Context: an optimization exercise on an open-source flow, tuned for small area and few clock cycles per item. The choices shown serve that exercise and are no tape-out recipe. The RTL was checked by simulation tests, not by an equivalence proof against the original design.

==> flow/design.v, too long to show whole: its modules and the start of the top module <==
// module lsag_scale_p: 970 lines
// module lsag_scale_o: 1073 lines
// module lsag_outmul: 1396 lines
// module lsag_fidx: 200 lines
// module lsag_pickcmp: 198 lines
// module lsag_add17: 206 lines
// module lsag_add14: 167 lines
// module lsag_add10: 119 lines
// module lsag_add13r: 74 lines
// module lsag_add14r: 79 lines
// module lsag_add10r: 59 lines
// module lsag_regs: 56 lines
// module lsag_geom: 191 lines
// module lsag_pipe: 134 lines
// module letterbox_scaler_address_generator: 58 lines
module letterbox_scaler_address_generator (
  input  logic        clk_i,
  input  logic        rst_ni,
  input  logic        psel,
  input  logic        penable,
  input  logic        pwrite,
  input  logic [4:0]  paddr,
  input  logic [31:0] pwdata,
  output logic [31:0] prdata,
  output logic        pready,
  input  logic        in_valid_i,
  output logic        in_ready_o,
  input  logic [8:0]  screen_x_i,
  input  logic [8:0]  screen_y_i,
  output logic        out_valid_o,
  input  logic        out_ready_i,
  output logic        coord_ok_o,
  output logic        shows_image_o,
  output logic [17:0] frame_index_o,
  output logic [11:0] source_x_o,
  output logic [11:0] source_y_o,
  output logic [25:0] source_byte_address_o
);
  // ...
==> flow/run.sh <==
#!/bin/bash
# synth_recipe.tcl (not shown) runs the flow's synth.tcl, then flattens the netlist and writes it again
# the make line also repeats each setting of config.mk as NAME=value (left out here)
make -C /OpenROAD-flow-scripts/flow DESIGN_CONFIG=/design/flow/config.mk WORK_HOME=/design/flow/orfs CLKGATE_MAP_FILE= SYNTH_SCRIPT=/design/flow/synth_recipe.tcl finish
==> flow/config.mk <==
export PLATFORM = sky130hd
export DESIGN_NAME = letterbox_scaler_address_generator
export DESIGN_NICKNAME = letterbox_scaler_address_generator
export VERILOG_FILES = /design/flow/design.v
export SDC_FILE = /design/flow/constraint.sdc
export NUM_CORES = 4
export LEC_CHECK = 0
export CAP_MARGIN = 20
export CORE_MARGIN = 2
export CORE_UTILIZATION = 60
export SLEW_MARGIN = 20
==> flow/constraint.sdc <==
create_clock -name core_clock -period 7.0 [get_ports {clk_i}]
set_input_delay 1.4000 -clock core_clock [delete_from_list [all_inputs] [get_ports {clk_i}]]
set_output_delay 1.4000 -clock core_clock [all_outputs]
set_load 0.01 [all_outputs]
==> run summary, run 1 <==
Setup path:
- The maximum single-stage delay on the critical path is 0.53 ns.
- The critical path contains buffers and inverters numbering 4 combined.

Clocking:
- The number of levels in the clock H-tree is 2.

Synth:
- The share of the Yosys chip area taken by registers is 0.254.
- Counting flops with a built-in enable in the synthesized netlist gives 239.
- The area fraction of the dominant cell type after synthesis is 0.276.
- After synthesis, the largest family of logic cells by area is adder cells.
- The leading area contributor after synthesis is sky130_fd_sc_hd__fa_1.
- The most common cell in the synthesized netlist is sky130_fd_sc_hd__inv_1.

Layout:
- By area, multi-input gates come first.
- At the end of the flow the core is filled with cells to 0.674.
- After routing the design area is 36200 um^2.
- The largest registers in the layout are u_pipe.addr_q x26, u_geom.q_q x21.
- Registers represent a cell area share of 0.228.

Place:
- The cell total after placement is 4142.
- Detailed placement finished with a half-perimeter wire length of 70700 um.

Detailed routing:
- Wires add up to 89500 um.
- The number of search-and-repair iterations in the first detailed-routing pass is 5.
- Detailed routing inserted a total of 24300 vias.
- The count of nets left with antenna violations once routing finished came out at 0.

Hold path:
- The startpoint of the tightest hold check path is u_pipe.fidx0_q[11].
- The min-delay analysis places its worst path in the category flop to flop.

Status:
- The run finished with no timing, DRC or antenna violations.

STA:
- The worst max-slew margin expressed relative to the limit is 0.238.

Floorplanning:
- After floorplanning, the core was divided into 85 placement rows.
- For this design the top-level I/O count stands at 167.

GRT:
- For met2 alone, demand over resource in global routing was 0.535.
Testbench counts, summed over its fixed seeds: cycles 13,920, items 12,800.
==> module lsag_geom, before the edit <==
module lsag_geom (
  input  logic        clk_i,
  input  logic        rst_ni,
  input  logic [12:0] width_i,
  input  logic [12:0] height_i,
  input  logic [2:0]  bpp_i,
  input  logic        fill_i,
  input  logic        portrait_i,
  input  logic        start_i,
  output logic        busy_o,
  output logic        pick_x_o,    
  output logic [13:0] m_o,
  output logic [16:0] scale_o,
  output logic [14:0] wb_o,        
  output logic [8:0]  lo_o,        
  output logic [8:0]  dr_o,        
  output logic [23:0] g_o
);
  localparam logic [2:0] ST_IDLE = 3'd0;
  localparam logic [2:0] ST_PICK = 3'd1;
  localparam logic [2:0] ST_LOAD = 3'd2;
  localparam logic [2:0] ST_DIV  = 3'd3;
  localparam logic [2:0] ST_POST = 3'd4;
  localparam logic [2:0] ST_MUL  = 3'd5;
  localparam logic [2:0] ST_DIG  = 3'd6;
  logic [2:0]  state_q;
  logic [4:0]  cnt_q;
  logic        pick_q;
  logic [13:0] m_q;
  logic [16:0] s_q;
  logic [14:0] wb_q;
  logic [13:0] r_q;      
  logic [20:0] q_q;      
  logic [3:0]  dr_q;     
  logic        brw_q;    
  logic        neg, pick_c, eq;
  lsag_pickcmp u_pick (
    .a  (portrait_i ? width_i : height_i),
    .b  (portrait_i ? height_i : width_i),
    .ci (portrait_i),
    .neg(neg)
  );
  assign pick_c = neg ^ portrait_i ^ fill_i;
  assign eq = pick_q == portrait_i;
  logic [12:0] den, len, x3in;
  logic [13:0] x3;
  assign den  = pick_q ? width_i : height_i;
  assign len  = pick_q ? height_i : width_i;
  assign x3in = (state_q == ST_PICK) ? width_i : den;
  lsag_add14 u_x3 (.a({x3in, 1'b0}), .b({1'b0, x3in}), .ci(1'b0), .s(x3), .co());
  logic [16:0] lc;
  lsag_add17 u_lc (
    .a  (eq ? {1'b0, len, 3'b0} : {len, 4'b0}),
    .b  (eq ? {3'b0, len, 1'b0} : ~{4'b0, len}),
    .ci (!eq),
    .s  (lc),
    .co ()
  );
  logic [20:0] dvd;
  assign dvd = {lc[15:0], 5'b0};
  logic [12:0] trial, tdiff;
  logic        ge;
  assign trial = {r_q[11:0], fill_i ? q_q[20] : q_q[8]};
  lsag_add13r u_div (.a(trial), .b(~den), .ci(1'b1), .s(tdiff), .co(ge));
  logic [9:0] dmd;
  logic [8:0] dsz;
  assign dsz = eq ? 9'd480 : 9'd320;
  lsag_add10r u_post (.a({1'b0, dsz}), .b(~{1'b0, q_q[8:0]}), .ci(1'b1), .s(dmd), .co());
  logic dbit, dsub, mbit;
  logic [14:0] msum;
  always_comb begin
    case (cnt_q)
      5'd5, 5'd7: dbit = eq;
      5'd6, 5'd8: dbit = 1'b1;
      default:    dbit = 1'b0;
    endcase
  end
  assign dsub = q_q[0] ^ dbit ^ brw_q;
  assign mbit = dsub && cnt_q != 5'd0;
  lsag_add14r u_mul (.a(r_q), .b(m_q), .ci(1'b0), .s(msum[13:0]), .co(msum[14]));
  logic [3:0] dig, dq, dr;
  logic [4:0] dsum;
  logic       dc;
  always_comb begin
    if (state_q == ST_DIG) begin
      dig = (cnt_q == 5'd6) ? 4'b1110 : {r_q[0], q_q[20:18]};
    end else begin
      case (cnt_q[2:0])
        3'd0:    dig = {3'b0, m_q[13]};
        3'd1:    dig = m_q[12:9];
        3'd2:    dig = m_q[8:5];
        3'd3:    dig = m_q[4:1];
        3'd4:    dig = {m_q[0], 3'b0};
        default: dig = 4'b1110;
      endcase
    end
    dsum = {1'b0, dr_q} + {1'b0, dig};
    dc   = dsum >= 5'd15;
    dr   = dc ? dsum[3:0] + 4'd1 : dsum[3:0];
    dq   = dr_q + {3'b0, dc};
  end
  always_ff @(posedge clk_i or negedge rst_ni) begin
    if (!rst_ni) begin
      state_q <= ST_PICK;
      cnt_q   <= '0;
    end else if (start_i) begin
      state_q <= ST_PICK;
      cnt_q   <= '0;
    end else begin
      case (state_q)
        ST_PICK: state_q <= ST_LOAD;
        ST_LOAD: begin
          state_q <= ST_DIV;
          cnt_q   <= '0;
        end
        ST_DIV: begin
          cnt_q <= cnt_q + 5'd1;
          if (cnt_q == (fill_i ? 5'd20 : 5'd8)) state_q <= ST_POST;
        end
        ST_POST: begin
          cnt_q   <= '0;
          state_q <= fill_i ? ST_MUL : ST_IDLE;
        end
        ST_MUL: begin
          cnt_q <= cnt_q + 5'd1;
          if (cnt_q == 5'd20) begin
            cnt_q   <= '0;
            state_q <= ST_DIG;
          end
        end
        ST_DIG: begin
          cnt_q <= cnt_q + 5'd1;
          if (cnt_q == 5'd6) state_q <= ST_IDLE;
        end
        default: state_q <= ST_IDLE;
      endcase
    end
  end
  always_ff @(posedge clk_i) begin
    case (state_q)
      ST_PICK: begin
        pick_q <= pick_c;
        case (bpp_i)
          3'd1:    wb_q <= {2'b0, width_i};
          3'd2:    wb_q <= {1'b0, width_i, 1'b0};
          3'd3:    wb_q <= {1'b0, x3};
          default: wb_q <= {width_i, 2'b0};
        endcase
      end
      ST_LOAD: begin
        m_q   <= eq ? x3 : {den, 1'b0};
        r_q   <= fill_i ? 14'd0 : {2'b0, dvd[20:9]};
        q_q   <= fill_i ? dvd : {12'b0, dvd[8:0]};
        dr_q  <= '0;
      end
      ST_DIV: begin
        r_q <= {2'b0, ge ? tdiff[11:0] : trial[11:0]};
        q_q <= {q_q[19:0], ge};
        if (cnt_q < 5'd6) begin
          dr_q <= dr;
          s_q  <= {s_q[12:0], dq};
        end
      end
      ST_POST: begin
        if (!fill_i) q_q <= {3'b0, dmd[9:1], q_q[8:0]};
        r_q   <= '0;
        dr_q  <= '0;
        brw_q <= 1'b0;
      end
      ST_MUL: begin
        brw_q <= (!q_q[0] && (dbit || brw_q)) || (dbit && brw_q);
        r_q   <= mbit ? msum[14:1] : {1'b0, r_q[13:1]};
        q_q   <= {mbit ? msum[0] : r_q[0], q_q[20:1]};
      end
      ST_DIG: begin
        dr_q     <= dr;
        r_q[2:0] <= q_q[19:17];
        q_q      <= {q_q[16:0], dq};
      end
      default: ;
    endcase
  end
  assign busy_o   = state_q != ST_IDLE;
  assign pick_x_o = pick_q;
  assign m_o      = m_q;
  assign scale_o  = s_q;
  assign wb_o     = wb_q;
  assign lo_o     = fill_i ? 9'd0 : q_q[17:9];
  assign dr_o     = fill_i ? 9'h1ff : q_q[8:0];
  assign g_o      = fill_i ? {r_q[2:0], q_q} : 24'd0;
endmodule
==> module lsag_pipe, before the edit <==
module lsag_pipe (
  input  logic        clk_i,
  input  logic        rst_ni,
  input  logic [2:0]  bpp_i,
  input  logic        portrait_i,
  input  logic        busy_i,
  input  logic        pick_x_i,
  input  logic [13:0] m_i,
  input  logic [16:0] scale_i,
  input  logic [14:0] wb_i,
  input  logic [8:0]  lo_i,
  input  logic [8:0]  dr_i,
  input  logic [23:0] g_i,
  input  logic        in_valid_i,
  output logic        in_ready_o,
  input  logic [8:0]  screen_x_i,
  input  logic [8:0]  screen_y_i,
  output logic        out_valid_o,
  input  logic        out_ready_i,
  output logic        coord_ok_o,
  output logic        shows_image_o,
  output logic [17:0] frame_index_o,
  output logic [11:0] source_x_o,
  output logic [11:0] source_y_o,
  output logic [25:0] source_byte_address_o
);
  function automatic logic [8:0] divmod15(input logic [8:0] c);
    logic [4:0] s;
    logic [1:0] f;
    logic [3:0] v;
    logic [4:0] u;
    s = {4'b0, c[8]} + {1'b0, c[7:4]} + {1'b0, c[3:0]};
    f = (s >= 5'd30) ? 2'd2 : (s >= 5'd15) ? 2'd1 : 2'd0;
    v = s[3:0] + {2'b0, f};
    u = {c[8], 4'b0} + {4'b0, c[8]} + {1'b0, c[7:4]} + {3'b0, f};
    divmod15 = {u, v};
  endfunction
  logic v0_q, v1_q, v2_q, adv0, adv1, adv2, take;
  assign adv2       = !v2_q || out_ready_i;
  assign adv1       = !v1_q || adv2;
  assign adv0       = !v0_q || adv1;
  assign in_ready_o = !busy_i && adv0;
  assign take       = in_valid_i && in_ready_o;
  always_ff @(posedge clk_i or negedge rst_ni) begin
    if (!rst_ni) begin
      v0_q <= 1'b0;
      v1_q <= 1'b0;
      v2_q <= 1'b0;
    end else begin
      if (adv0) v0_q <= take;
      if (adv1) v1_q <= v0_q;
      if (adv2) v2_q <= v1_q;
    end
  end
  logic        ok_d, shows_d, ge_lo, lt_dr;
  logic [8:0]  row, col, cp, co;
  logic [17:0] fidx;
  logic [9:0]  xo;
  logic [8:0]  uvp, uvo;
  always_comb begin
    if (portrait_i) begin
      ok_d = screen_x_i < 9'd320 && screen_y_i < 9'd480;
      row  = screen_y_i;
      col  = screen_x_i;
    end else begin
      ok_d = screen_x_i < 9'd480 && screen_y_i < 9'd320;
      row  = {~screen_x_i[8:5] - 4'd1, ~screen_x_i[4:0]};    
      col  = screen_y_i;
    end
    cp = pick_x_i ? screen_x_i : screen_y_i;
    co = pick_x_i ? screen_y_i : screen_x_i;
  end
  lsag_fidx u_fidx (.row(row), .col(col), .f(fidx));
  lsag_add10 u_lo (.a({1'b0, co}), .b(~{1'b0, lo_i}), .ci(1'b1), .s(xo), .co(ge_lo));
  assign lt_dr   = xo[8:0] < dr_i;
  assign shows_d = ok_d && ge_lo && lt_dr;
  assign uvp     = divmod15(cp);
  assign uvo     = divmod15(xo[8:0]);
  logic        ok0_q, shows0_q;
  logic [17:0] fidx0_q;
  logic [8:0]  uvp_q, uvo_q;
  always_ff @(posedge clk_i) begin
    if (adv0) begin
      ok0_q    <= ok_d;
      shows0_q <= shows_d;
      fidx0_q  <= ok_d ? fidx : 18'd0;
      uvp_q    <= uvp;
      uvo_q    <= uvo;
    end
  end
  logic [11:0] vp, vo, sx_d, sy_d;
  lsag_scale_p u_sp (.u(uvp_q[8:4]), .v(uvp_q[3:0]), .m(m_i), .sc(scale_i), .q(vp));
  lsag_scale_o u_so (.u(uvo_q[8:4]), .v(uvo_q[3:0]), .m(m_i), .sc(scale_i), .gg(g_i), .q(vo));
  assign sx_d = shows0_q ? (pick_x_i ? vp : vo) : 12'd0;
  assign sy_d = shows0_q ? (pick_x_i ? vo : vp) : 12'd0;
  logic        ok1_q, shows1_q;
  logic [17:0] fidx1_q;
  logic [11:0] sx_q, sy_q;
  always_ff @(posedge clk_i) begin
    if (adv1) begin
      ok1_q    <= ok0_q;
      shows1_q <= shows0_q;
      fidx1_q  <= fidx0_q;
      sx_q     <= sx_d;
      sy_q     <= sy_d;
    end
  end
  logic [13:0] ra, rb;
  assign ra = ({14{bpp_i[0]}} & {2'b0, sx_q}) | ({14{bpp_i[2]}} & {sx_q, 2'b0});
  assign rb = {14{bpp_i[1]}} & {1'b0, sx_q, 1'b0};
  logic [25:0] addr;
  lsag_outmul u_om (.sy(sy_q), .wb(wb_i), .ra(ra), .rb(rb), .p(addr));
  logic        ok2_q, shows2_q;
  logic [17:0] fidx2_q;
  logic [11:0] sx2_q, sy2_q;
  logic [25:0] addr_q;
  always_ff @(posedge clk_i) begin
    if (adv2) begin
      ok2_q    <= ok1_q;
      shows2_q <= shows1_q;
      fidx2_q  <= fidx1_q;
      sx2_q    <= sx_q;
      sy2_q    <= sy_q;
      addr_q   <= addr;
    end
  end
  assign out_valid_o           = v2_q;
  assign coord_ok_o            = ok2_q;
  assign shows_image_o         = shows2_q;
  assign frame_index_o         = fidx2_q;
  assign source_x_o            = sx2_q;
  assign source_y_o            = sy2_q;
  assign source_byte_address_o = addr_q;
endmodule
==> module letterbox_scaler_address_generator, before the edit <==
module letterbox_scaler_address_generator (
  input  logic        clk_i,
  input  logic        rst_ni,
  input  logic        psel,
  input  logic        penable,
  input  logic        pwrite,
  input  logic [4:0]  paddr,
  input  logic [31:0] pwdata,
  output logic [31:0] prdata,
  output logic        pready,
  input  logic        in_valid_i,
  output logic        in_ready_o,
  input  logic [8:0]  screen_x_i,
  input  logic [8:0]  screen_y_i,
  output logic        out_valid_o,
  input  logic        out_ready_i,
  output logic        coord_ok_o,
  output logic        shows_image_o,
  output logic [17:0] frame_index_o,
  output logic [11:0] source_x_o,
  output logic [11:0] source_y_o,
  output logic [25:0] source_byte_address_o
);
  logic [12:0] width, height;
  logic [2:0]  bpp;
  logic        fill, portrait, cfg_wr, busy, pick_x;
  logic [13:0] m;
  logic [16:0] scale;
  logic [14:0] wb;
  logic [8:0]  lo, dr;
  logic [23:0] g;
  lsag_regs u_regs (
    .clk_i (clk_i), .rst_ni (rst_ni),
    .psel (psel), .penable (penable), .pwrite (pwrite), .paddr (paddr), .pwdata (pwdata),
    .prdata (prdata), .pready (pready),
    .width_o (width), .height_o (height), .bpp_o (bpp), .fill_o (fill), .portrait_o (portrait),
    .wr_o (cfg_wr)
  );
  lsag_geom u_geom (
    .clk_i (clk_i), .rst_ni (rst_ni),
    .width_i (width), .height_i (height), .bpp_i (bpp), .fill_i (fill), .portrait_i (portrait),
    .start_i (cfg_wr), .busy_o (busy),
    .pick_x_o (pick_x), .m_o (m), .scale_o (scale), .wb_o (wb), .lo_o (lo), .dr_o (dr),
    .g_o (g)
  );
  lsag_pipe u_pipe (
    .clk_i (clk_i), .rst_ni (rst_ni),
    .bpp_i (bpp), .portrait_i (portrait),
    .busy_i (busy), .pick_x_i (pick_x), .m_i (m), .scale_i (scale), .wb_i (wb), .lo_i (lo),
    .dr_i (dr), .g_i (g),
    .in_valid_i (in_valid_i), .in_ready_o (in_ready_o),
    .screen_x_i (screen_x_i), .screen_y_i (screen_y_i),
    .out_valid_o (out_valid_o), .out_ready_i (out_ready_i),
    .coord_ok_o (coord_ok_o), .shows_image_o (shows_image_o), .frame_index_o (frame_index_o),
    .source_x_o (source_x_o), .source_y_o (source_y_o),
    .source_byte_address_o (source_byte_address_o)
  );
endmodule
==> inputs of run 2 (changes only) <==
--- a/flow/design.v
+++ b/flow/design.v
@@ -3842,379 +3842,6 @@
   assign lsag_pickcmp_o95 = 1'b1 ^ lsag_pickcmp_k94;
   assign neg = lsag_pickcmp_o95;
 endmodule
-module lsag_add17 (
-  input  logic [16:0] a,
-  input  logic [16:0] b,
-  input  logic ci,
-  output logic [16:0] s,
-  output logic co
-);
-  logic lsag_add17_g1;
-  logic lsag_add17_p2;
-  logic lsag_add17_g3;
-  logic lsag_add17_p4;
-  logic lsag_add17_g5;
-  logic lsag_add17_p6;
-  logic lsag_add17_g7;
-  logic lsag_add17_p8;
-  logic lsag_add17_g9;
-  logic lsag_add17_p10;
-  logic lsag_add17_g11;
-  logic lsag_add17_p12;
-  logic lsag_add17_g13;
-  logic lsag_add17_p14;
-  logic lsag_add17_g15;
-  logic lsag_add17_p16;
-  logic lsag_add17_g17;
-  logic lsag_add17_p18;
-  logic lsag_add17_g19;
-  logic lsag_add17_p20;
-  logic lsag_add17_g21;
-  logic lsag_add17_p22;
-  logic lsag_add17_g23;
-  logic lsag_add17_p24;
-  logic lsag_add17_g25;
-  logic lsag_add17_p26;
-  logic lsag_add17_g27;
-  logic lsag_add17_p28;
-  logic lsag_add17_g29;
-  logic lsag_add17_p30;
-  logic lsag_add17_g31;
-  logic lsag_add17_p32;
-  logic lsag_add17_g33;
-  logic lsag_add17_p34;
-  logic lsag_add17_k35;
-  logic lsag_add17_k36;
-  logic lsag_add17_k37;
-  logic lsag_add17_a38;
-  logic lsag_add17_k39;
-  logic lsag_add17_a40;
-  logic lsag_add17_k41;
-  logic lsag_add17_a42;
-  logic lsag_add17_k43;
-  logic lsag_add17_a44;
-  logic lsag_add17_k45;
-  logic lsag_add17_a46;
-  logic lsag_add17_k47;
-  logic lsag_add17_a48;
-  logic lsag_add17_k49;
-  logic lsag_add17_a50;
-  logic lsag_add17_k51;
-  logic lsag_add17_k52;
-  logic lsag_add17_a53;
-  logic lsag_add17_k54;
-  logic lsag_add17_a55;
-  logic lsag_add17_k56;
-  logic lsag_add17_a57;
-  logic lsag_add17_k58;
-  logic lsag_add17_k59;
-  logic lsag_add17_a60;
-  logic lsag_add17_k61;
-  logic lsag_add17_k62;
-  logic lsag_add17_k63;
-  logic lsag_add17_k64;
-  logic lsag_add17_k65;
-  logic lsag_add17_k66;
-  logic lsag_add17_k67;
-  logic lsag_add17_k68;
-  logic lsag_add17_k69;
-  logic lsag_add17_k70;
-  logic lsag_add17_k71;
-  logic lsag_add17_k72;
-  logic lsag_add17_k73;
-  logic lsag_add17_o74;
-  logic lsag_add17_o75;
-  logic lsag_add17_o76;
-  logic lsag_add17_o77;
-  logic lsag_add17_o78;
-  logic lsag_add17_o79;
-  logic lsag_add17_o80;
-  logic lsag_add17_o81;
-  logic lsag_add17_o82;
-  logic lsag_add17_o83;
-  logic lsag_add17_o84;
-  logic lsag_add17_o85;
-  logic lsag_add17_o86;
-  logic lsag_add17_o87;
-  logic lsag_add17_o88;
-  logic lsag_add17_o89;
-  logic lsag_add17_o90;
-  assign lsag_add17_g1 = a[0] & b[0];
-  assign lsag_add17_p2 = a[0] ^ b[0];
-  assign lsag_add17_g3 = a[1] & b[1];
-  assign lsag_add17_p4 = a[1] ^ b[1];
-  assign lsag_add17_g5 = a[2] & b[2];
-  assign lsag_add17_p6 = a[2] ^ b[2];
-  assign lsag_add17_g7 = a[3] & b[3];
-  assign lsag_add17_p8 = a[3] ^ b[3];
-  assign lsag_add17_g9 = a[4] & b[4];
-  assign lsag_add17_p10 = a[4] ^ b[4];
-  assign lsag_add17_g11 = a[5] & b[5];
-  assign lsag_add17_p12 = a[5] ^ b[5];
-  assign lsag_add17_g13 = a[6] & b[6];
-  assign lsag_add17_p14 = a[6] ^ b[6];
-  assign lsag_add17_g15 = a[7] & b[7];
-  assign lsag_add17_p16 = a[7] ^ b[7];
-  assign lsag_add17_g17 = a[8] & b[8];
-  assign lsag_add17_p18 = a[8] ^ b[8];
-  assign lsag_add17_g19 = a[9] & b[9];
-  assign lsag_add17_p20 = a[9] ^ b[9];
-  assign lsag_add17_g21 = a[10] & b[10];
-  assign lsag_add17_p22 = a[10] ^ b[10];
-  assign lsag_add17_g23 = a[11] & b[11];
-  assign lsag_add17_p24 = a[11] ^ b[11];
-  assign lsag_add17_g25 = a[12] & b[12];
-  assign lsag_add17_p26 = a[12] ^ b[12];
-  assign lsag_add17_g27 = a[13] & b[13];
-  assign lsag_add17_p28 = a[13] ^ b[13];
-  assign lsag_add17_g29 = a[14] & b[14];
-  assign lsag_add17_p30 = a[14] ^ b[14];
-  assign lsag_add17_g31 = a[15] & b[15];
-  assign lsag_add17_p32 = a[15] ^ b[15];
-  assign lsag_add17_g33 = a[16] & b[16];
-  assign lsag_add17_p34 = a[16] ^ b[16];
-  assign lsag_add17_k35 = lsag_add17_g1 | (lsag_add17_p2 & ci);
-  assign lsag_add17_k36 = lsag_add17_g3 | (lsag_add17_p4 & lsag_add17_k35);
-  assign lsag_add17_k37 = lsag_add17_g7 | (lsag_add17_p8 & lsag_add17_g5);
-  assign lsag_add17_a38 = lsag_add17_p8 & lsag_add17_p6;
-  assign lsag_add17_k39 = lsag_add17_g11 | (lsag_add17_p12 & lsag_add17_g9);
-  assign lsag_add17_a40 = lsag_add17_p12 & lsag_add17_p10;
-  assign lsag_add17_k41 = lsag_add17_g15 | (lsag_add17_p16 & lsag_add17_g13);
-  assign lsag_add17_a42 = lsag_add17_p16 & lsag_add17_p14;
-  assign lsag_add17_k43 = lsag_add17_g19 | (lsag_add17_p20 & lsag_add17_g17);
-  assign lsag_add17_a44 = lsag_add17_p20 & lsag_add17_p18;
-  assign lsag_add17_k45 = lsag_add17_g23 | (lsag_add17_p24 & lsag_add17_g21);
-  assign lsag_add17_a46 = lsag_add17_p24 & lsag_add17_p22;
-  assign lsag_add17_k47 = lsag_add17_g27 | (lsag_add17_p28 & lsag_add17_g25);
-  assign lsag_add17_a48 = lsag_add17_p28 & lsag_add17_p26;
-  assign lsag_add17_k49 = lsag_add17_g31 | (lsag_add17_p32 & lsag_add17_g29);
-  assign lsag_add17_a50 = lsag_add17_p32 & lsag_add17_p30;
-  assign lsag_add17_k51 = lsag_add17_k37 | (lsag_add17_a38 & lsag_add17_k36);
-  assign lsag_add17_k52 = lsag_add17_k41 | (lsag_add17_a42 & lsag_add17_k39);
-  assign lsag_add17_a53 = lsag_add17_a42 & lsag_add17_a40;
-  assign lsag_add17_k54 = lsag_add17_k45 | (lsag_add17_a46 & lsag_add17_k43);
-  assign lsag_add17_a55 = lsag_add17_a46 & lsag_add17_a44;
-  assign lsag_add17_k56 = lsag_add17_k49 | (lsag_add17_a50 & lsag_add17_k47);
-  assign lsag_add17_a57 = lsag_add17_a50 & lsag_add17_a48;
-  assign lsag_add17_k58 = lsag_add17_k52 | (lsag_add17_a53 & lsag_add17_k51);
-  assign lsag_add17_k59 = lsag_add17_k56 | (lsag_add17_a57 & lsag_add17_k54);
-  assign lsag_add17_a60 = lsag_add17_a57 & lsag_add17_a55;
-  assign lsag_add17_k61 = lsag_add17_k59 | (lsag_add17_a60 & lsag_add17_k58);
-  assign lsag_add17_k62 = lsag_add17_k54 | (lsag_add17_a55 & lsag_add17_k58);
-  assign lsag_add17_k63 = lsag_add17_k39 | (lsag_add17_a40 & lsag_add17_k51);
-  assign lsag_add17_k64 = lsag_add17_k43 | (lsag_add17_a44 & lsag_add17_k58);
-  assign lsag_add17_k65 = lsag_add17_k47 | (lsag_add17_a48 & lsag_add17_k62);
-  assign lsag_add17_k66 = lsag_add17_g5 | (lsag_add17_p6 & lsag_add17_k36);
-  assign lsag_add17_k67 = lsag_add17_g9 | (lsag_add17_p10 & lsag_add17_k51);
-  assign lsag_add17_k68 = lsag_add17_g13 | (lsag_add17_p14 & lsag_add17_k63);
-  assign lsag_add17_k69 = lsag_add17_g17 | (lsag_add17_p18 & lsag_add17_k58);
-  assign lsag_add17_k70 = lsag_add17_g21 | (lsag_add17_p22 & lsag_add17_k64);
-  assign lsag_add17_k71 = lsag_add17_g25 | (lsag_add17_p26 & lsag_add17_k62);
-  assign lsag_add17_k72 = lsag_add17_g29 | (lsag_add17_p30 & lsag_add17_k65);
-  assign lsag_add17_k73 = lsag_add17_g33 | (lsag_add17_p34 & lsag_add17_k61);
-  assign lsag_add17_o74 = lsag_add17_p2 ^ ci;
-  assign lsag_add17_o75 = lsag_add17_p4 ^ lsag_add17_k35;
-  assign lsag_add17_o76 = lsag_add17_p6 ^ lsag_add17_k36;
-  assign lsag_add17_o77 = lsag_add17_p8 ^ lsag_add17_k66;
-  assign lsag_add17_o78 = lsag_add17_p10 ^ lsag_add17_k51;
-  assign lsag_add17_o79 = lsag_add17_p12 ^ lsag_add17_k67;
-  assign lsag_add17_o80 = lsag_add17_p14 ^ lsag_add17_k63;
-  assign lsag_add17_o81 = lsag_add17_p16 ^ lsag_add17_k68;
-  assign lsag_add17_o82 = lsag_add17_p18 ^ lsag_add17_k58;
-  assign lsag_add17_o83 = lsag_add17_p20 ^ lsag_add17_k69;
-  assign lsag_add17_o84 = lsag_add17_p22 ^ lsag_add17_k64;
-  assign lsag_add17_o85 = lsag_add17_p24 ^ lsag_add17_k70;
-  assign lsag_add17_o86 = lsag_add17_p26 ^ lsag_add17_k62;
-  assign lsag_add17_o87 = lsag_add17_p28 ^ lsag_add17_k71;
-  assign lsag_add17_o88 = lsag_add17_p30 ^ lsag_add17_k65;
-  assign lsag_add17_o89 = lsag_add17_p32 ^ lsag_add17_k72;
-  assign lsag_add17_o90 = lsag_add17_p34 ^ lsag_add17_k61;
-  assign s[0] = lsag_add17_o74;
-  assign s[1] = lsag_add17_o75;
-  assign s[2] = lsag_add17_o76;
-  assign s[3] = lsag_add17_o77;
-  assign s[4] = lsag_add17_o78;
-  assign s[5] = lsag_add17_o79;
-  assign s[6] = lsag_add17_o80;
-  assign s[7] = lsag_add17_o81;
-  assign s[8] = lsag_add17_o82;
-  assign s[9] = lsag_add17_o83;
-  assign s[10] = lsag_add17_o84;
-  assign s[11] = lsag_add17_o85;
-  assign s[12] = lsag_add17_o86;
-  assign s[13] = lsag_add17_o87;
-  assign s[14] = lsag_add17_o88;
-  assign s[15] = lsag_add17_o89;
-  assign s[16] = lsag_add17_o90;
-  assign co = lsag_add17_k73;
-endmodule
-module lsag_add14 (
-  input  logic [13:0] a,
-  input  logic [13:0] b,
-  input  logic ci,
-  output logic [13:0] s,
-  output logic co
-);
-  logic lsag_add14_g1;
-  logic lsag_add14_p2;
-  logic lsag_add14_g3;
-  logic lsag_add14_p4;
-  logic lsag_add14_g5;
-  logic lsag_add14_p6;
-  logic lsag_add14_g7;
-  logic lsag_add14_p8;
-  logic lsag_add14_g9;
-  logic lsag_add14_p10;
-  logic lsag_add14_g11;
-  logic lsag_add14_p12;
-  logic lsag_add14_g13;
-  logic lsag_add14_p14;
-  logic lsag_add14_g15;
-  logic lsag_add14_p16;
-  logic lsag_add14_g17;
-  logic lsag_add14_p18;
-  logic lsag_add14_g19;
-  logic lsag_add14_p20;
-  logic lsag_add14_g21;
-  logic lsag_add14_p22;
-  logic lsag_add14_g23;
-  logic lsag_add14_p24;
-  logic lsag_add14_g25;
-  logic lsag_add14_p26;
-  logic lsag_add14_g27;
-  logic lsag_add14_p28;
-  logic lsag_add14_k29;
-  logic lsag_add14_k30;
-  logic lsag_add14_k31;
-  logic lsag_add14_a32;
-  logic lsag_add14_k33;
-  logic lsag_add14_a34;
-  logic lsag_add14_k35;
-  logic lsag_add14_a36;
-  logic lsag_add14_k37;
-  logic lsag_add14_a38;
-  logic lsag_add14_k39;
-  logic lsag_add14_a40;
-  logic lsag_add14_k41;
-  logic lsag_add14_a42;
-  logic lsag_add14_k43;
-  logic lsag_add14_k44;
-  logic lsag_add14_a45;
-  logic lsag_add14_k46;
-  logic lsag_add14_a47;
-  logic lsag_add14_k48;
-  logic lsag_add14_k49;
-  logic lsag_add14_k50;
-  logic lsag_add14_k51;
-  logic lsag_add14_k52;
-  logic lsag_add14_k53;
-  logic lsag_add14_k54;
-  logic lsag_add14_k55;
-  logic lsag_add14_k56;
-  logic lsag_add14_k57;
-  logic lsag_add14_k58;
-  logic lsag_add14_o59;
-  logic lsag_add14_o60;
-  logic lsag_add14_o61;
-  logic lsag_add14_o62;
-  logic lsag_add14_o63;
-  logic lsag_add14_o64;
-  logic lsag_add14_o65;
-  logic lsag_add14_o66;
-  logic lsag_add14_o67;
-  logic lsag_add14_o68;
-  logic lsag_add14_o69;
-  logic lsag_add14_o70;
-  logic lsag_add14_o71;
-  logic lsag_add14_o72;
-  assign lsag_add14_g1 = a[0] & b[0];
-  assign lsag_add14_p2 = a[0] ^ b[0];
-  assign lsag_add14_g3 = a[1] & b[1];
-  assign lsag_add14_p4 = a[1] ^ b[1];
-  assign lsag_add14_g5 = a[2] & b[2];
-  assign lsag_add14_p6 = a[2] ^ b[2];
-  assign lsag_add14_g7 = a[3] & b[3];
-  assign lsag_add14_p8 = a[3] ^ b[3];
-  assign lsag_add14_g9 = a[4] & b[4];
-  assign lsag_add14_p10 = a[4] ^ b[4];
-  assign lsag_add14_g11 = a[5] & b[5];
-  assign lsag_add14_p12 = a[5] ^ b[5];
-  assign lsag_add14_g13 = a[6] & b[6];
-  assign lsag_add14_p14 = a[6] ^ b[6];
-  assign lsag_add14_g15 = a[7] & b[7];
-  assign lsag_add14_p16 = a[7] ^ b[7];
-  assign lsag_add14_g17 = a[8] & b[8];
-  assign lsag_add14_p18 = a[8] ^ b[8];
-  assign lsag_add14_g19 = a[9] & b[9];
-  assign lsag_add14_p20 = a[9] ^ b[9];
-  assign lsag_add14_g21 = a[10] & b[10];
-  assign lsag_add14_p22 = a[10] ^ b[10];
-  assign lsag_add14_g23 = a[11] & b[11];
-  assign lsag_add14_p24 = a[11] ^ b[11];
-  assign lsag_add14_g25 = a[12] & b[12];
-  assign lsag_add14_p26 = a[12] ^ b[12];
-  assign lsag_add14_g27 = a[13] & b[13];
-  assign lsag_add14_p28 = a[13] ^ b[13];
-  assign lsag_add14_k29 = lsag_add14_g1 | (lsag_add14_p2 & ci);
-  assign lsag_add14_k30 = lsag_add14_g3 | (lsag_add14_p4 & lsag_add14_k29);
-  assign lsag_add14_k31 = lsag_add14_g7 | (lsag_add14_p8 & lsag_add14_g5);
-  assign lsag_add14_a32 = lsag_add14_p8 & lsag_add14_p6;
-  assign lsag_add14_k33 = lsag_add14_g11 | (lsag_add14_p12 & lsag_add14_g9);
-  assign lsag_add14_a34 = lsag_add14_p12 & lsag_add14_p10;
-  assign lsag_add14_k35 = lsag_add14_g15 | (lsag_add14_p16 & lsag_add14_g13);
-  assign lsag_add14_a36 = lsag_add14_p16 & lsag_add14_p14;
-  assign lsag_add14_k37 = lsag_add14_g19 | (lsag_add14_p20 & lsag_add14_g17);
-  assign lsag_add14_a38 = lsag_add14_p20 & lsag_add14_p18;
-  assign lsag_add14_k39 = lsag_add14_g23 | (lsag_add14_p24 & lsag_add14_g21);
-  assign lsag_add14_a40 = lsag_add14_p24 & lsag_add14_p22;
-  assign lsag_add14_k41 = lsag_add14_g27 | (lsag_add14_p28 & lsag_add14_g25);
-  assign lsag_add14_a42 = lsag_add14_p28 & lsag_add14_p26;
-  assign lsag_add14_k43 = lsag_add14_k31 | (lsag_add14_a32 & lsag_add14_k30);
-  assign lsag_add14_k44 = lsag_add14_k35 | (lsag_add14_a36 & lsag_add14_k33);
-  assign lsag_add14_a45 = lsag_add14_a36 & lsag_add14_a34;
-  assign lsag_add14_k46 = lsag_add14_k39 | (lsag_add14_a40 & lsag_add14_k37);
-  assign lsag_add14_a47 = lsag_add14_a40 & lsag_add14_a38;
-  assign lsag_add14_k48 = lsag_add14_k44 | (lsag_add14_a45 & lsag_add14_k43);
-  assign lsag_add14_k49 = lsag_add14_k46 | (lsag_add14_a47 & lsag_add14_k48);
-  assign lsag_add14_k50 = lsag_add14_k33 | (lsag_add14_a34 & lsag_add14_k43);
-  assign lsag_add14_k51 = lsag_add14_k37 | (lsag_add14_a38 & lsag_add14_k48);
-  assign lsag_add14_k52 = lsag_add14_k41 | (lsag_add14_a42 & lsag_add14_k49);
-  assign lsag_add14_k53 = lsag_add14_g5 | (lsag_add14_p6 & lsag_add14_k30);
-  assign lsag_add14_k54 = lsag_add14_g9 | (lsag_add14_p10 & lsag_add14_k43);
-  assign lsag_add14_k55 = lsag_add14_g13 | (lsag_add14_p14 & lsag_add14_k50);
-  assign lsag_add14_k56 = lsag_add14_g17 | (lsag_add14_p18 & lsag_add14_k48);
-  assign lsag_add14_k57 = lsag_add14_g21 | (lsag_add14_p22 & lsag_add14_k51);
-  assign lsag_add14_k58 = lsag_add14_g25 | (lsag_add14_p26 & lsag_add14_k49);
-  assign lsag_add14_o59 = lsag_add14_p2 ^ ci;
-  assign lsag_add14_o60 = lsag_add14_p4 ^ lsag_add14_k29;
-  assign lsag_add14_o61 = lsag_add14_p6 ^ lsag_add14_k30;
-  assign lsag_add14_o62 = lsag_add14_p8 ^ lsag_add14_k53;
-  assign lsag_add14_o63 = lsag_add14_p10 ^ lsag_add14_k43;
-  assign lsag_add14_o64 = lsag_add14_p12 ^ lsag_add14_k54;
-  assign lsag_add14_o65 = lsag_add14_p14 ^ lsag_add14_k50;
-  assign lsag_add14_o66 = lsag_add14_p16 ^ lsag_add14_k55;
-  assign lsag_add14_o67 = lsag_add14_p18 ^ lsag_add14_k48;
-  assign lsag_add14_o68 = lsag_add14_p20 ^ lsag_add14_k56;
-  assign lsag_add14_o69 = lsag_add14_p22 ^ lsag_add14_k51;
-  assign lsag_add14_o70 = lsag_add14_p24 ^ lsag_add14_k57;
-  assign lsag_add14_o71 = lsag_add14_p26 ^ lsag_add14_k49;
-  assign lsag_add14_o72 = lsag_add14_p28 ^ lsag_add14_k58;
-  assign s[0] = lsag_add14_o59;
-  assign s[1] = lsag_add14_o60;
-  assign s[2] = lsag_add14_o61;
-  assign s[3] = lsag_add14_o62;
-  assign s[4] = lsag_add14_o63;
-  assign s[5] = lsag_add14_o64;
-  assign s[6] = lsag_add14_o65;
-  assign s[7] = lsag_add14_o66;
-  assign s[8] = lsag_add14_o67;
-  assign s[9] = lsag_add14_o68;
-  assign s[10] = lsag_add14_o69;
-  assign s[11] = lsag_add14_o70;
-  assign s[12] = lsag_add14_o71;
-  assign s[13] = lsag_add14_o72;
-  assign co = lsag_add14_k52;
-endmodule
 module lsag_add10 (
   input  logic [9:0] a,
   input  logic [9:0] b,
@@ -4611,6 +4238,8 @@
   input  logic        fill_i,
   input  logic        portrait_i,
   input  logic        start_i,
+  input  logic [15:0] prod_i,      
+  output logic [3:0]  op_o,        
   output logic        busy_o,
   output logic        pick_x_o,    
   output logic [13:0] m_o,
@@ -4620,14 +4249,16 @@
   output logic [8:0]  dr_o,        
   output logic [23:0] g_o
 );
-  localparam logic [2:0] ST_IDLE = 3'd0;
-  localparam logic [2:0] ST_PICK = 3'd1;
-  localparam logic [2:0] ST_LOAD = 3'd2;
-  localparam logic [2:0] ST_DIV  = 3'd3;
-  localparam logic [2:0] ST_POST = 3'd4;
-  localparam logic [2:0] ST_MUL  = 3'd5;
-  localparam logic [2:0] ST_DIG  = 3'd6;
-  logic [2:0]  state_q;
+  localparam logic [3:0] ST_IDLE = 4'd0;
+  localparam logic [3:0] ST_PICK = 4'd1;
+  localparam logic [3:0] ST_M1   = 4'd2;
+  localparam logic [3:0] ST_M2   = 4'd3;
+  localparam logic [3:0] ST_LOAD = 4'd4;
+  localparam logic [3:0] ST_DIV  = 4'd5;
+  localparam logic [3:0] ST_POST = 4'd6;
+  localparam logic [3:0] ST_MUL  = 4'd7;
+  localparam logic [3:0] ST_DIG  = 4'd8;
+  logic [3:0]  state_q;
   logic [4:0]  cnt_q;
   logic        pick_q;
   logic [13:0] m_q;
@@ -4646,22 +4277,18 @@
   );
   assign pick_c = neg ^ portrait_i ^ fill_i;
   assign eq = pick_q == portrait_i;
-  logic [12:0] den, len, x3in;
-  logic [13:0] x3;
+  logic [12:0] den, len;
   assign den  = pick_q ? width_i : height_i;
   assign len  = pick_q ? height_i : width_i;
-  assign x3in = (state_q == ST_PICK) ? width_i : den;
-  lsag_add14 u_x3 (.a({x3in, 1'b0}), .b({1'b0, x3in}), .ci(1'b0), .s(x3), .co());
-  logic [16:0] lc;
-  lsag_add17 u_lc (
-    .a  (eq ? {1'b0, len, 3'b0} : {len, 4'b0}),
-    .b  (eq ? {3'b0, len, 1'b0} : ~{4'b0, len}),
-    .ci (!eq),
-    .s  (lc),
-    .co ()
-  );
+  always_comb begin
+    case (state_q)
+      ST_PICK: op_o = (pick_c == portrait_i) ? 4'd3 : 4'd2;
+      ST_M1:   op_o = eq ? 4'd10 : 4'd15;
+      default: op_o = {1'b0, bpp_i};
+    endcase
+  end
   logic [20:0] dvd;
-  assign dvd = {lc[15:0], 5'b0};
+  assign dvd = {prod_i[15:0], 5'b0};
   logic [12:0] trial, tdiff;
   logic        ge;
   assign trial = {r_q[11:0], fill_i ? q_q[20] : q_q[8]};
@@ -4712,7 +4339,9 @@
       cnt_q   <= '0;
     end else begin
       case (state_q)
-        ST_PICK: state_q <= ST_LOAD;
+        ST_PICK: state_q <= ST_M1;
+        ST_M1:   state_q <= ST_M2;
+        ST_M2:   state_q <= ST_LOAD;
         ST_LOAD: begin
           state_q <= ST_DIV;
           cnt_q   <= '0;
@@ -4744,20 +4373,22 @@
     case (state_q)
       ST_PICK: begin
         pick_q <= pick_c;
-        case (bpp_i)
-          3'd1:    wb_q <= {2'b0, width_i};
-          3'd2:    wb_q <= {1'b0, width_i, 1'b0};
-          3'd3:    wb_q <= {1'b0, x3};
-          default: wb_q <= {width_i, 2'b0};
-        endcase
+        wb_q   <= {2'b0, pick_c ? width_i : height_i};
+      end
+      ST_M1: begin
+        wb_q <= {2'b0, len};
+      end
+      ST_M2: begin
+        m_q  <= prod_i[13:0];
+        wb_q <= {2'b0, width_i};
       end
       ST_LOAD: begin
-        m_q   <= eq ? x3 : {den, 1'b0};
         r_q   <= fill_i ? 14'd0 : {2'b0, dvd[20:9]};
         q_q   <= fill_i ? dvd : {12'b0, dvd[8:0]};
         dr_q  <= '0;
       end
       ST_DIV: begin
+        if (cnt_q == 5'd0) wb_q <= prod_i[14:0];
         r_q <= {2'b0, ge ? tdiff[11:0] : trial[11:0]};
         q_q <= {q_q[19:0], ge};
         if (cnt_q < 5'd6) begin
@@ -4799,6 +4430,8 @@
   input  logic [2:0]  bpp_i,
   input  logic        portrait_i,
   input  logic        busy_i,
+  input  logic [3:0]  op_i,        
+  output logic [15:0] prod_o,
   input  logic        pick_x_i,
   input  logic [13:0] m_i,
   input  logic [16:0] scale_i,
@@ -4896,8 +4529,8 @@
       ok1_q    <= ok0_q;
       shows1_q <= shows0_q;
       fidx1_q  <= fidx0_q;
-      sx_q     <= sx_d;
-      sy_q     <= sy_d;
+      sx_q     <= busy_i ? 12'd0 : sx_d;
+      sy_q     <= busy_i ? {8'd0, op_i} : sy_d;
     end
   end
   logic [13:0] ra, rb;
@@ -4905,6 +4538,7 @@
   assign rb = {14{bpp_i[1]}} & {1'b0, sx_q, 1'b0};
   logic [25:0] addr;
   lsag_outmul u_om (.sy(sy_q), .wb(wb_i), .ra(ra), .rb(rb), .p(addr));
+  assign prod_o = addr_q[15:0];
   logic        ok2_q, shows2_q;
   logic [17:0] fidx2_q;
   logic [11:0] sx2_q, sy2_q;
@@ -4958,6 +4592,8 @@
   logic [14:0] wb;
   logic [8:0]  lo, dr;
   logic [23:0] g;
+  logic [15:0] prod;
+  logic [3:0]  op;
   lsag_regs u_regs (
     .clk_i (clk_i), .rst_ni (rst_ni),
     .psel (psel), .penable (penable), .pwrite (pwrite), .paddr (paddr), .pwdata (pwdata),
@@ -4968,14 +4604,14 @@
   lsag_geom u_geom (
     .clk_i (clk_i), .rst_ni (rst_ni),
     .width_i (width), .height_i (height), .bpp_i (bpp), .fill_i (fill), .portrait_i (portrait),
-    .start_i (cfg_wr), .busy_o (busy),
+    .start_i (cfg_wr), .prod_i (prod), .op_o (op), .busy_o (busy),
     .pick_x_o (pick_x), .m_o (m), .scale_o (scale), .wb_o (wb), .lo_o (lo), .dr_o (dr),
     .g_o (g)
   );
   lsag_pipe u_pipe (
     .clk_i (clk_i), .rst_ni (rst_ni),
     .bpp_i (bpp), .portrait_i (portrait),
-    .busy_i (busy), .pick_x_i (pick_x), .m_i (m), .scale_i (scale), .wb_i (wb), .lo_i (lo),
+    .busy_i (busy), .op_i (op), .prod_o (prod), .pick_x_i (pick_x), .m_i (m), .scale_i (scale), .wb_i (wb), .lo_i (lo),
     .dr_i (dr), .g_i (g),
     .in_valid_i (in_valid_i), .in_ready_o (in_ready_o),
     .screen_x_i (screen_x_i), .screen_y_i (screen_y_i),
--- a/flow/config.mk
+++ b/flow/config.mk
@@ -7,5 +7,5 @@
 export LEC_CHECK = 0
 export CAP_MARGIN = 20
 export CORE_MARGIN = 2
-export CORE_UTILIZATION = 60
+export CORE_UTILIZATION = 40
 export SLEW_MARGIN = 20
==> run summary, run 2 <==
Layout:
- The post-layout instance count excluding filler cells is 4260 (was 4214).
- The final-stage net count is 3882 (was 4206).
- The final instance area came to 34700 um^2 (was 36200 um^2).
- The most flop-heavy register is u_pipe.addr_q (unchanged).
- The fraction of layout instances using a drive strength above 1 is 0.0746 (was 0.0767).
- The most frequent standard cell in the layout excluding fill and tap cells is sky130_fd_sc_hd__inv_1 (unchanged).
- Largest registers: u_pipe.addr_q x26, u_geom.q_q x21 (unchanged).
- The final core utilization came to 0.456 (was 0.674).
- The synthesis-to-layout area growth is 12.7% (was 11.5%).
- The antenna cell count was 0 (unchanged).
- The flip-flop count of the largest register, all copies and words added is 26 (unchanged).
- Commonest non-fill, non-tap cells in the layout: sky130_fd_sc_hd__inv_1, sky130_fd_sc_hd__fa_1, sky130_fd_sc_hd__nand2_1, sky130_fd_sc_hd__and2_1, sky130_fd_sc_hd__edfxtp_1 (was sky130_fd_sc_hd__inv_1, sky130_fd_sc_hd__fa_1, sky130_fd_sc_hd__and2_1).

Detailed routing:
- The number of search-and-repair iterations in the first detailed-routing pass is 9 (was 5).
- The total wire length after detailed routing is 84500 um (was 89500 um).
- The number of remaining DRC errors was 0 (unchanged).
- The post-detailed-route count of antenna-violating nets came to 0 (unchanged).
- The number of vias after detailed routing is 22000 (was 24300).
- The via density per instance was 5.16 (was 5.76).
- The final routed wire length divided by cell count is 19.8 um (was 21.2 um).
- The number of DRC markers in iteration 0 came to 1947 (unchanged).

STA:
- The total negative slack came to 0 ns (unchanged).
- The worst max-slew margin expressed relative to the limit came to 0.268 (was 0.238).
- The clock skew after layout is 0.0315 ns (was 0.0235 ns).
- The highest clock frequency the design can meet came to 148 MHz (about the same).
- The final critical-path required period is 6.75 ns (was 6.77 ns).
- The hold slack is 0.415 ns (was 0.409 ns).
- The setup slack of the critical path after layout is 0.253 ns (was 0.226 ns).
- The number of failing setup endpoints in the final timing report is 0 (unchanged).
- The final hold violation count was 0 (unchanged).
- The slew at the pin with the worst max-slew slack came to 1.09 ns (was 1.13 ns).
- The final critical-path share of the clock period is 0.964 (was 0.968).
- The max-slew violation count came to 0 (unchanged).

Synth:
- The area fraction of the dominant cell type after synthesis is 0.284 (was 0.276).
- The cell with the most instances after synthesis is sky130_fd_sc_hd__inv_1 (unchanged).
- Synth cell count leaders: sky130_fd_sc_hd__inv_1, sky130_fd_sc_hd__fa_1, sky130_fd_sc_hd__nand2_1 (was sky130_fd_sc_hd__inv_1, sky130_fd_sc_hd__fa_1, sky130_fd_sc_hd__and2_1).
- The number of standard cells after synthesis is 3071 (was 3363).
- Leading post-synthesis cells by cell area: sky130_fd_sc_hd__fa_1, sky130_fd_sc_hd__edfxtp_1, sky130_fd_sc_hd__ha_1 (unchanged).
- The count of distinct cell types in the synthesized netlist is 75 (unchanged).
- The sequential element share of the synthesized area is 0.269 (was 0.254).
- The total number of yosys warnings is 3 (unchanged).
- The mean area per synthesized cell came to 10.0 um^2 (was 9.66 um^2).
- The leading area contributor after synthesis was sky130_fd_sc_hd__fa_1 (unchanged).
- The post-synthesis cell area is 30800 um^2 (was 32500 um^2).
- The total of flip-flops plus latches after synthesis is 282 (was 281).
- The fraction of synthesis flops using an asynchronous set or reset pin is 0.152 (was 0.149).
- The primary flip-flop cell chosen by synthesis mapping was sky130_fd_sc_hd__edfxtp_1 (unchanged).
- The number of enable flip-flop cells after synthesis is 239 (unchanged).

Floorplanning:
- The height of the die is 281 um (was 237 um).
- The initial standard-cell utilization of the core is 0.404 (was 0.605).
- The width of the die is 281 um (was 237 um).
- The count of standard-cell rows came to 101 (was 85).
- The I/O pin total is 167 (unchanged).
- The die footprint is 79100 um^2 (was 56000 um^2).
- The placeable core region came to 76100 um^2 (was 53700 um^2).

GRT:
- The global routing usage on met1 was 0.320 (was 0.433).
- The largest net degree at the start of global routing was 85 (was 84).
- The first-pass GRT wire length was 133000 um (was 140000 um).
- The met2 usage was 0.344 (was 0.535).
- The total routing resource utilization after global routing was 0.220 (was 0.326).
- The global-route congestion overflow total is 0 (unchanged).
- The number of global-route vias before repair was 22500 (was 25100).
- The number of antenna violations at the first check in global routing is 4 (was 1).
- The layer with the highest usage is met2 (unchanged).
- The met3 demand-to-capacity share in global routing is 0.0391 (was 0.0516).

Setup path:
- The worst path arrival time is 7.13 ns (was 7.06 ns).
- The kind of end point of the critical path is a flop (unchanged).
- The peak fanout along the critical path is 5 (was 4).
- The nature of the critical path startpoint is a flop (unchanged).
- The startpoint-to-endpoint class of the critical path is flop to flop (unchanged).
- The data required time of the critical path came to 7.39 ns (was 7.28 ns).

Clocking:
- The deepest clock path buffer count is 3 (unchanged).
- The clock transition at the registers of the reported paths was 0.06 ns (about the same).
- The number of levels in the clock H-tree came to 2 (unchanged).
- The clock insertion delay at the later pin of the skew report is 0.57 ns (was 0.58 ns).
- The hold buffer count at CTS is 0 (unchanged).
- The clock sink count came to 282 (was 281).
- The root buffer cell is sky130_fd_sc_hd__clkbuf_16 (unchanged).
- The clock tree from TritonCTS was done (unchanged).
- The number of buffers inserted during clock tree synthesis came to 34 (was 36).

Place:
- The detailed placement HPWL is 65300 um (was 70700 um).
- The worst setup timing slack at the placement stage is -0.244 ns (was -0.371 ns).
- The number of buffers added on ports is 125 (unchanged).
- The final estimated routing congestion in global placement is 0.885 (was 0.939).
- The placed cell area is 33500 um^2 (was 34800 um^2).
- The cell total after placement is 4195 (was 4142).

Hold path:
- The class of the tightest hold or removal check is flop to flop (unchanged).

Job:
- The max-cap check violation count is 0 (unchanged).

Status:
- Run status: complete, no violations (unchanged).
-- run 2: worst max-delay path, cell delays in order (launching register included) --
cell                       delay, ns
sky130_fd_sc_hd__dfstp_2        0.53
sky130_fd_sc_hd__nor3_1         0.07
sky130_fd_sc_hd__a31oi_1        0.25
sky130_fd_sc_hd__nor2_1         0.09
sky130_fd_sc_hd__nand2_1        0.07
sky130_fd_sc_hd__o21ai_1        0.09
sky130_fd_sc_hd__ha_2           0.20
sky130_fd_sc_hd__fa_1           0.42
sky130_fd_sc_hd__fa_2           0.39
sky130_fd_sc_hd__fa_2           0.38
sky130_fd_sc_hd__fa_2           0.39
sky130_fd_sc_hd__fa_2           0.39
sky130_fd_sc_hd__fa_2           0.39
sky130_fd_sc_hd__fa_2           0.38
sky130_fd_sc_hd__fa_2           0.37
sky130_fd_sc_hd__fa_2           0.37
sky130_fd_sc_hd__fa_2           0.37
sky130_fd_sc_hd__fa_2           0.37
sky130_fd_sc_hd__o22ai_1        0.11
sky130_fd_sc_hd__a21oi_1        0.06
sky130_fd_sc_hd__a21oi_2        0.15
sky130_fd_sc_hd__buf_4          0.14
sky130_fd_sc_hd__buf_12         0.10
sky130_fd_sc_hd__mux2_2         0.32
sky130_fd_sc_hd__o221ai_1       0.15
-- run 2: kinds of logic after synthesis --
group	Yosys count	share of synthesized area
flops	282	0.269
xor+xnor	62	0.0181
mux	124	0.0419
other cells	2	0.000244
compound gates	337	0.0724
fa+ha+maj	615	0.357
simple gates	947	0.154
buf+inv	702	0.0884
-- run 2: path summary, 6_finish.rpt --
kind / start / endpoint / cells past startpoint / slack (ns)
setup / recovery: u_regs.width_q[8] / u_geom.r_q[0] / 24 / 0.25
hold / removal: u_pipe.fidx1_q[5] / u_pipe.fidx2_q[5] / 0 / 0.42
setup reg to reg: u_regs.width_q[8] / u_geom.r_q[0] / 24 / 0.25
hold reg to reg: u_pipe.fidx1_q[5] / u_pipe.fidx2_q[5] / 0 / 0.42
max in group asynchronous: rst_ni / u_regs.portrait_q / 1 / 5.75
min in group asynchronous: rst_ni / u_regs.width_q[5] / 1 / 0.83
-- run 2: timing repair --
action,in CTS,in global routing
buffers inserted,0,2
pin swaps,1,1
resized for setup,6,6
cloned,1,1
setup endpoints to repair,13,13
-- run 2: final cells by class --
type                    count  area (um^2)
flip-flops and latches    282         8270
repair buffers            231         2100
fillers                  7318        41400
inverters                 551         2070
clock inverters            18          121
multi-input cells        2105        19900
well taps                1030         1290
clock buffers              43          906
-- run 2: routing by layer --
layer,wire length (um),vias up
met5,13,-
met4,1730,2
met3,6730,118
met2,38000,809
met1,38000,11000
li1,-,10000
Testbench counts of run 2, summed over its fixed seeds: cycles 13,984, items 12,800.

## port drivers added, routing unchanged
The flow's constraints put no driver on any port. The routed layouts listed below were extracted and timed again, unchanged, in two steps.
Step 1 assumes that a clkbuf_16 drives the clock port and a buf_2 every other input.
Step 2 times the ports against the registers' clock, not the clock port: input delays grow and output delays shrink by t, the midpoint of the rising clock arrivals with the driver on.
a / b / c = ideal ports / drivers / drivers and shift; a / b = the first two.
run	shift t [ns]	slack for setup (ns)	hold WS [ns]	clock arrival spread, ns	worst slew at a driven data input, ns
run 1	0.635	0.226 / 0.226 / 0.226	0.409 / 0.409 / 0.409	0.024 / 0.023	0.07
run 2	0.621	0.253 / 0.253 / 0.190	0.415 / 0.415 / 0.415	0.032 / 0.031	0.06
After both steps every run listed still meets setup and hold. The setup slack of run 2, which loses most, moves by 0.000 ns with the drivers and by -0.063 ns with both steps.
